What follows belongs to an exercise in optimizing a design on an open flow for small area; a production flow would make more cautious choices. The RTL was checked by simulation tests, not by an equivalence proof against the original design. Power is estimated from default activity; no workload was simulated.

==> job 8504 <==
==> flow/design.v (excerpt) <==
module lc3_mem_responder
#(
   parameter int ADDR_W    = 8,
   parameter int INSTR_LAT = 0,
   parameter int DATA_LAT  = 1
)(
   input  logic                 clock,
   input  logic                 reset,
   input  logic [WORD_W-1:0]    pc,
   input  logic                 instrmem_rd,
   output logic [WORD_W-1:0]    Instr_dout,
   output logic                 complete_instr,
   input  logic                 Data_req,
   input  logic                 Data_rd,
   input  logic [WORD_W-1:0]    Data_addr,
   input  logic [WORD_W-1:0]    Data_din,
   output logic [WORD_W-1:0]    Data_dout,
   output logic                 complete_data,
   input  logic                 load_en,
   input  logic [ADDR_W-1:0]    load_addr,
   input  logic [WORD_W-1:0]    load_data
);
==> module lc3_mem_responder, before the edit <==
module lc3_mem_responder
#(
   parameter int ADDR_W    = 8,
   parameter int INSTR_LAT = 0,
   parameter int DATA_LAT  = 1
)(
   input  logic                 clock,
   input  logic                 reset,
   input  logic [WORD_W-1:0]    pc,
   input  logic                 instrmem_rd,
   output logic [WORD_W-1:0]    Instr_dout,
   output logic                 complete_instr,
   input  logic                 Data_req,
   input  logic                 Data_rd,
   input  logic [WORD_W-1:0]    Data_addr,
   input  logic [WORD_W-1:0]    Data_din,
   output logic [WORD_W-1:0]    Data_dout,
   output logic                 complete_data,
   input  logic                 load_en,
   input  logic [ADDR_W-1:0]    load_addr,
   input  logic [WORD_W-1:0]    load_data
);
   localparam int D_W = 1 + WORD_W + ADDR_W;
   logic              w_i_fire;
   logic [ADDR_W-1:0] w_i_addr;
   logic              w_d_fire;
   logic [D_W-1:0]    w_d_payload;
   logic              w_d_rd;
   logic [WORD_W-1:0] w_d_din;
   logic [ADDR_W-1:0] w_d_addr;
   logic [WORD_W-1:0] r_mem [2**ADDR_W];
   logic [WORD_W-1:0] r_instr;
   logic [WORD_W-1:0] r_data;
   assign {w_d_rd, w_d_din, w_d_addr} = w_d_payload;
   assign Instr_dout = r_instr;
   assign Data_dout  = r_data;
   lc3_mem_port_fsm #(.LAT(INSTR_LAT), .P_W(ADDR_W)) u_instr (
      .clock      (clock),
      .reset      (reset),
      .i_req      (instrmem_rd),
      .i_payload  (pc[ADDR_W-1:0]),
      .o_fire     (w_i_fire),
      .o_payload  (w_i_addr),
      .o_complete (complete_instr)
   );
   lc3_mem_port_fsm #(.LAT(DATA_LAT), .P_W(D_W)) u_data (
      .clock      (clock),
      .reset      (reset),
      .i_req      (Data_req),
      .i_payload  ({Data_rd, Data_din, Data_addr[ADDR_W-1:0]}),
      .o_fire     (w_d_fire),
      .o_payload  (w_d_payload),
      .o_complete (complete_data)
   );
   always_ff @(posedge clock) begin
      if (load_en) r_mem[load_addr] <= load_data;
      if (w_d_fire && !w_d_rd) r_mem[w_d_addr] <= w_d_din;
   end
   always_ff @(posedge clock or posedge reset) begin
      if (reset) begin
         r_instr <= '0;
         r_data  <= '0;
      end else begin
         if (w_i_fire) r_instr <= r_mem[w_i_addr];
         if (w_d_fire && w_d_rd) r_data <= r_mem[w_d_addr];
      end
   end
endmodule
clock: 8.0 ns
lec_check: 0
cap_margin: 40
core_margin: 2
core_utilization: 30
place_density: 0.4
slew_margin: 40
run.sh (not shown) runs the stock make flow with config.mk's settings and CLKGATE_MAP_FILE= SYNTH_SCRIPT=/design/flow/synth_recipe.tcl, a recipe that flattens the netlist after the stock synthesis.
==> job 6127 (differences from job 8504) <==
--- a/flow/design.v
+++ b/flow/design.v
@@ -111,13 +111,21 @@
       if (load_en) r_mem[load_addr] <= load_data;
       if (w_d_fire && !w_d_rd) r_mem[w_d_addr] <= w_d_din;
    end
+   logic [ADDR_W-1:0] w_ra;
+   logic [WORD_W-1:0] w_rdata;
+   logic [WORD_W-1:0] r_d_hold;
+   assign w_ra    = w_i_fire ? w_i_addr : w_d_addr;
+   assign w_rdata = r_mem[w_ra];
+   always_ff @(posedge clock) begin
+      r_d_hold <= (load_en && load_addr == w_d_addr) ? load_data : w_rdata;
+   end
    always_ff @(posedge clock or posedge reset) begin
       if (reset) begin
          r_instr <= '0;
          r_data  <= '0;
       end else begin
-         if (w_i_fire) r_instr <= r_mem[w_i_addr];
-         if (w_d_fire && w_d_rd) r_data <= r_mem[w_d_addr];
+         if (w_i_fire) r_instr <= w_rdata;
+         if (w_d_fire && w_d_rd) r_data <= w_i_fire ? r_d_hold : w_rdata;
       end
    end
 endmodule
Settings changed: CAP_MARGIN 40 to 10, CTS_BUF_LIST set to sky130_fd_sc_hd__clkbuf_16, CTS_CLUSTER_DIAMETER set to 80, CTS_CLUSTER_SIZE set to 20, SLEW_MARGIN 40 to 10.
==> job 6877 (differences from job 8504) <==
--- a/flow/design.v
+++ b/flow/design.v
@@ -111,13 +111,21 @@
       if (load_en) r_mem[load_addr] <= load_data;
       if (w_d_fire && !w_d_rd) r_mem[w_d_addr] <= w_d_din;
    end
+   logic [ADDR_W-1:0] w_ra;
+   logic [WORD_W-1:0] w_rdata;
+   logic [WORD_W-1:0] r_d_hold;
+   assign w_ra    = w_i_fire ? w_i_addr : w_d_addr;
+   assign w_rdata = r_mem[w_ra];
+   always_ff @(posedge clock) begin
+      r_d_hold <= (load_en && load_addr == w_d_addr) ? load_data : w_rdata;
+   end
    always_ff @(posedge clock or posedge reset) begin
       if (reset) begin
          r_instr <= '0;
          r_data  <= '0;
       end else begin
-         if (w_i_fire) r_instr <= r_mem[w_i_addr];
-         if (w_d_fire && w_d_rd) r_data <= r_mem[w_d_addr];
+         if (w_i_fire) r_instr <= w_rdata;
+         if (w_d_fire && w_d_rd) r_data <= w_i_fire ? r_d_hold : w_rdata;
       end
    end
 endmodule
Settings changed: CAP_MARGIN 40 to 20, CTS_BUF_LIST set to sky130_fd_sc_hd__clkbuf_16, CTS_CLUSTER_DIAMETER set to 80, CTS_CLUSTER_SIZE set to 20, SLEW_MARGIN 40 to 20.
==> summary.txt <==
* Dpl hpwl at between 600 and 700 mm
* Most common cell after layout, fill and taps aside: mux2_2
* Status: no timing/DRC/antenna violations
* Clock buf/inv share at about 4.8%
* Post-synthesis compound-gate area fraction at roughly 5.2%
* Data arrival time of the worst path at between 8 and 9 ns
* CP startpoint: u_instr.r_cnt[0]
* Storage element area at 125000 um^2
* Layout area overhead at 12.6%
* Critical Path Fanout Max at 39
* Clk power at about 19 mW
The numbers above come from job 6877.

==> summary.txt <==
* Max Slew Vio Count at 47
* Post-synthesis compound-gate area fraction at between 5 and 6%
* Clk power at between 15 and 20 mW
* CP startpoint: u_instr.r_cnt[0]
* Fail Reasons: max-capacitance violations, max-slew violations
* Max Cap Viol at 2
* Most common cell after layout, fill and taps aside: mux2_2
* Dpl hpwl at roughly 600 mm
* Status: complete, but fails checks
* Storage element area at about 130000 um^2
* Critical Path Fanout Max at 39
The numbers above come from job 6127.

==> summary.txt <==
* Critical path's top delay family: compound AO/OA/AOI/OAI gates
* Slowest CP cell: dfrtp_4
* Dpl hpwl at 995 mm
* Storage element area at 125000 um^2
* Data arrival time of the worst path at just under 7 ns
* Layout area overhead at 14.8%
* Post-synthesis compound-gate area fraction at between 4 and 5%
* Status: no timing/DRC/antenna violations
* Most common cell after layout, fill and taps aside: edfxtp_1
* CP startpoint: u_data.r_payload[1]
* Critical Path Fanout Max at 50
The numbers above come from job 8504.

## port drivers added, routing unchanged
Ports are ideal in the flow. The routed layouts listed here were re-timed in OpenROAD. Step 1 sets driving cells, clkbuf_16 on the clock port and buf_2 on the other inputs (assumed; they add their load-dependent delay and slew). Step 2 moves the port delays by t, midway between the first and last clock arrival at a register: inputs arrive t later, outputs are due t later. That takes back most of the time a late clock gives input paths. a / b / c = ideal / step 1 / step 2; a / b = the first two.
run	t (ns)	setup slack, ns	cell pins on the clock port's net
job 8504	1.281	2.167 / 2.167 / 1.895	1
job 6127	1.196	0.342 / 0.342 / 0.342	1
job 6877	1.183	0.500 / 0.500 / 0.500	1
The setup slack of job 8504, which loses most, moves by 0.000 ns with the drivers and by -0.272 ns with both steps.
